Background: an optimization exercise with open tools, aiming at small area. Do not read the settings as production practice.
Function was checked by simulation only, so behaviour that the tests miss may differ from the original.
No activity file was given, so power comes from the tool's default toggle rates. No driver is modelled on the clock port, so clocking that relies on it looks cheaper here than on a real chip.

== run A ==
// data_mem_subsystem
module data_mem_subsystem #(
    parameter int MEM_LATENCY = 5    
) (
    input  logic       clock,
    input  logic       reset,
    input  logic       read,
    input  logic       write,
    input  logic [7:0] address,
    input  logic [7:0] writedata,
    output logic [7:0] readdata,
    output logic       busywait
);
Size in the first run: roughly 4100 cells after synthesis, ~55000 um2 of cells after synthesis.
Settings: LEC_CHECK=0, CAP_MARGIN=20, CORE_MARGIN=2, CORE_UTILIZATION=60, SETUP_SLACK_MARGIN=0.3, SLEW_MARGIN=20; clock period 10.0 ns.
standard.sh (not shown) runs the stock make flow with config.mk's settings and CLKGATE_MAP_FILE= SYNTH_SCRIPT=/design/flow/synth_recipe.tcl, a recipe that flattens the netlist after the stock synthesis.
==> flow/flow/run.sh <==
#!/bin/bash
# Own layout flow: the standard ORFS flow (standard.sh) with these changes
# to how the layout is made:
#  - synthesis maps the combinational logic with an area-oriented ABC script
#    (flow/abc_area_map.script in place of ORFS's abc_speed.script); the rest of
#    the synthesis script, and so every register and its name, is unchanged;
#  - clock tree: larger sink clusters on clkbuf_16 and no dummy loads;
#  - port buffers: buf_2 instead of the delay cell buffer_ports picks itself.
# The make run's full output goes to flow_make.log in the work folder; ORFS's
# per-step logs stay under orfs/logs.
set -euo pipefail
W=$PWD
rm -rf "$W/scripts_abc"
cp -r "$FLOW_HOME/scripts" "$W/scripts_abc"
cp "$W/flow/abc_area_map.script" "$W/scripts_abc/abc_speed.script"
export SCRIPTS_DIR="$W/scripts_abc"
export CTS_ARGS="-sink_clustering_enable -repair_clock_nets -dont_use_dummy_load -sink_clustering_size 30 -sink_clustering_max_diameter 70 -buf_list sky130_fd_sc_hd__clkbuf_16"
export BUFFER_PORTS_ARGS="-buffer_cell sky130_fd_sc_hd__buf_2"
bash standard.sh finish > flow_make.log 2>&1
==> flow/flow/abc_area_map.script <==
strash
dch -f
amap
topo
To summarise run A: no stage aborted, but the layout did not pass its checks, failing on setup timing.
The inputs of run B differ from those of run A as listed below.
- swapping 60 for 40 in CORE_UTILIZATION
--- a/flow/flow/run.sh
+++ b/flow/flow/run.sh
@@ -15,5 +15,5 @@
 cp "$W/flow/abc_area_map.script" "$W/scripts_abc/abc_speed.script"
 export SCRIPTS_DIR="$W/scripts_abc"
-export CTS_ARGS="-sink_clustering_enable -repair_clock_nets -dont_use_dummy_load -sink_clustering_size 30 -sink_clustering_max_diameter 70 -buf_list sky130_fd_sc_hd__clkbuf_16"
+export CTS_ARGS="-sink_clustering_enable -repair_clock_nets -dont_use_dummy_load -sink_clustering_size 10 -sink_clustering_max_diameter 35 -buf_list sky130_fd_sc_hd__clkbuf_4"
 export BUFFER_PORTS_ARGS="-buffer_cell sky130_fd_sc_hd__buf_2"
 bash standard.sh finish > flow_make.log 2>&1
==> flow/flow/abc_area_map.script <==
strash
balance
dch -f
amap
topo
==> notes.md <==
Run B ended with every stage complete and zero timing, DRC or antenna violations. Re compound-gate portion of the synthesized area: run A and run B aren't equal, and the lower value belongs to run A. Cell count after synthesis: run B vs run A down 3.3%. Relative contribution of sequential cells to total power is higher on run B. Between run A and run B, initial antenna violation count is lower for run A, run B comes in above that. Measured against run B, the number of cell rows of run A comes out at 0.822 times the reference value. Relative to run A, per-instance average area after synthesis increased by 0.36 um2 in run B.
Edits applied to the flow inputs when going from run B to run C:
--- a/flow/flow/run.sh
+++ b/flow/flow/run.sh
@@ -15,5 +15,5 @@
 cp "$W/flow/abc_area_map.script" "$W/scripts_abc/abc_speed.script"
 export SCRIPTS_DIR="$W/scripts_abc"
-export CTS_ARGS="-sink_clustering_enable -repair_clock_nets -dont_use_dummy_load -sink_clustering_size 10 -sink_clustering_max_diameter 35 -buf_list sky130_fd_sc_hd__clkbuf_4"
+export CTS_ARGS="-sink_clustering_enable -repair_clock_nets -dont_use_dummy_load -sink_clustering_size 30 -sink_clustering_max_diameter 70 -buf_list sky130_fd_sc_hd__clkbuf_16"
 export BUFFER_PORTS_ARGS="-buffer_cell sky130_fd_sc_hd__buf_2"
 bash standard.sh finish > flow_make.log 2>&1
==> flow/flow/abc_area_map.script <==
strash
dch -f
amap
topo
==> notes.md <==
Taking run B as the reference, in run C count of sequential standard cells saw little to no change; post-layout minimum cycle time saw an increase.
Between run C and run B, via count is lower for run C, run B comes in above that.
Compared with run B, run C shows a higher layout overhead on the synthesized area.
Of run C and run B, run C shows the lower sequential share of layout area, with run B above it.
From run B to run C the numbers moved as follows: critical path depth grew by 24; clock network fraction of total power grew by 0.9 points; via count of the first global-routing pass shrank by 719.
Status run C: flow complete, layout not clean - setup timing
The higher number of cell instances on the worst register-to-register path of run C and run B is in run C.
In the tables for run C and run B, number of H-tree levels reads higher with run B.
Diff run B..run C | number of clock sinks | unchanged
Input-level comparison between run D and run C:
--- a/flow/flow/run.sh
+++ b/flow/flow/run.sh
@@ -15,5 +15,5 @@
 cp "$W/flow/abc_area_map.script" "$W/scripts_abc/abc_speed.script"
 export SCRIPTS_DIR="$W/scripts_abc"
-export CTS_ARGS="-sink_clustering_enable -repair_clock_nets -dont_use_dummy_load -sink_clustering_size 30 -sink_clustering_max_diameter 70 -buf_list sky130_fd_sc_hd__clkbuf_16"
+export CTS_ARGS="-sink_clustering_enable -repair_clock_nets -dont_use_dummy_load -sink_clustering_size 12 -sink_clustering_max_diameter 40 -buf_list {sky130_fd_sc_hd__clkbuf_4 sky130_fd_sc_hd__clkbuf_8}"
 export BUFFER_PORTS_ARGS="-buffer_cell sky130_fd_sc_hd__buf_2"
 bash standard.sh finish > flow_make.log 2>&1
==> flow/flow/abc_area_map.script <==
strash
balance
dch -f
amap
topo
## What came out
Run D | status: complete | timing, DRC, antenna: pass. Fraction of the cycle the final worst path needs in run D is 9.4 points below run C. Summary: with run C as the reference, standard cell area after detailed placement in run D moved down by a few percent. Run D against run C: layout-stage area growth over the synthesis result went down 3.0 points; non-clock buffer contribution to total cell area fell 2.0 points; tightest slew margin relative to the limit now larger; compound-gate portion of the synthesized area moved up; core region area now sits lower. Run D against run C: fraction of the mapped netlist area in adder cells now sits at about the same level, maximum VDD drop shrank by about 30%, proportion of synthesized chip area in sequential cells has increased.
Edits applied to the flow inputs when going from run D to run E:
--- a/flow/flow/run.sh
+++ b/flow/flow/run.sh
@@ -15,5 +15,5 @@
 cp "$W/flow/abc_area_map.script" "$W/scripts_abc/abc_speed.script"
 export SCRIPTS_DIR="$W/scripts_abc"
-export CTS_ARGS="-sink_clustering_enable -repair_clock_nets -dont_use_dummy_load -sink_clustering_size 12 -sink_clustering_max_diameter 40 -buf_list {sky130_fd_sc_hd__clkbuf_4 sky130_fd_sc_hd__clkbuf_8}"
+export CTS_ARGS="-sink_clustering_enable -repair_clock_nets -dont_use_dummy_load -sink_clustering_size 17 -sink_clustering_max_diameter 45 -buf_list sky130_fd_sc_hd__clkbuf_8"
 export BUFFER_PORTS_ARGS="-buffer_cell sky130_fd_sc_hd__buf_2"
 bash standard.sh finish > flow_make.log 2>&1
## What came out
- Between run D and run E, the flow reports count of clock-buffer cells in the layout decreasing by more than 10%.
- Area growth from synthesis to final layout: lower on run E
- Run D → run E: portion of the clock cycle consumed by the worst path in the final layout went down by 0.67 points; total stage count of the critical path was more or less identical; clock-pin slew on the worst setup and hold paths went up by 0.02 ns; relative contribution of combinational cells to total power went up by 0.3 points.
- Looking only at worst hold slack, and setting everything else aside, the higher value of run D and run E goes to run D.
- Sequential share of layout area in run E is 0.88 points higher than in run D
- Run E ended up with fewer standard cells than run D.
- Against run D, run E reports a static leakage that is lower.

## re-timing with driven ports
How much do the figures lean on ideal ports? The routed layouts below were timed once more, with nothing changed but the port constraints. Step 1 assumes that a clkbuf_16 drives the clock port and a buf_2 every other input. Step 2 also shifts input and output timing later by t, the mid clock arrival at the registers, as if the neighbouring blocks saw the same clock. Slacks: no drivers / after step 1 / after step 2; pairs: no drivers / after step 1.
| run | shift t [ns] | setup slack, ns | hold slack, ns | worst setup path at the end | slew at the worst register clock pin (ns) |
|---|---|---|---|---|---|
| run A | 0.732 | -0.302 / -0.342 / -0.342 | 0.288 / 0.288 / 0.288 | input to output | 0.11 / 0.11 |
| run B | 1.232 | 0.437 / 0.402 / 0.402 | 0.192 / 0.192 / 0.192 | input to output | 0.12 / 0.12 |
| run C | 0.778 | -0.468 / -0.552 / -0.552 | 0.271 / 0.271 / 0.271 | input to output | 0.11 / 0.11 |
| run D | 0.928 | 0.476 / 0.439 / 0.439 | 0.260 / 0.260 / 0.260 | input to output | 0.08 / 0.08 |
| run E | 0.915 | 0.543 / 0.507 / 0.507 | 0.234 / 0.234 / 0.234 | input to output | 0.10 / 0.10 |
The setup slack of run C, which loses most, moves by -0.084 ns with the drivers and by -0.084 ns with both steps.
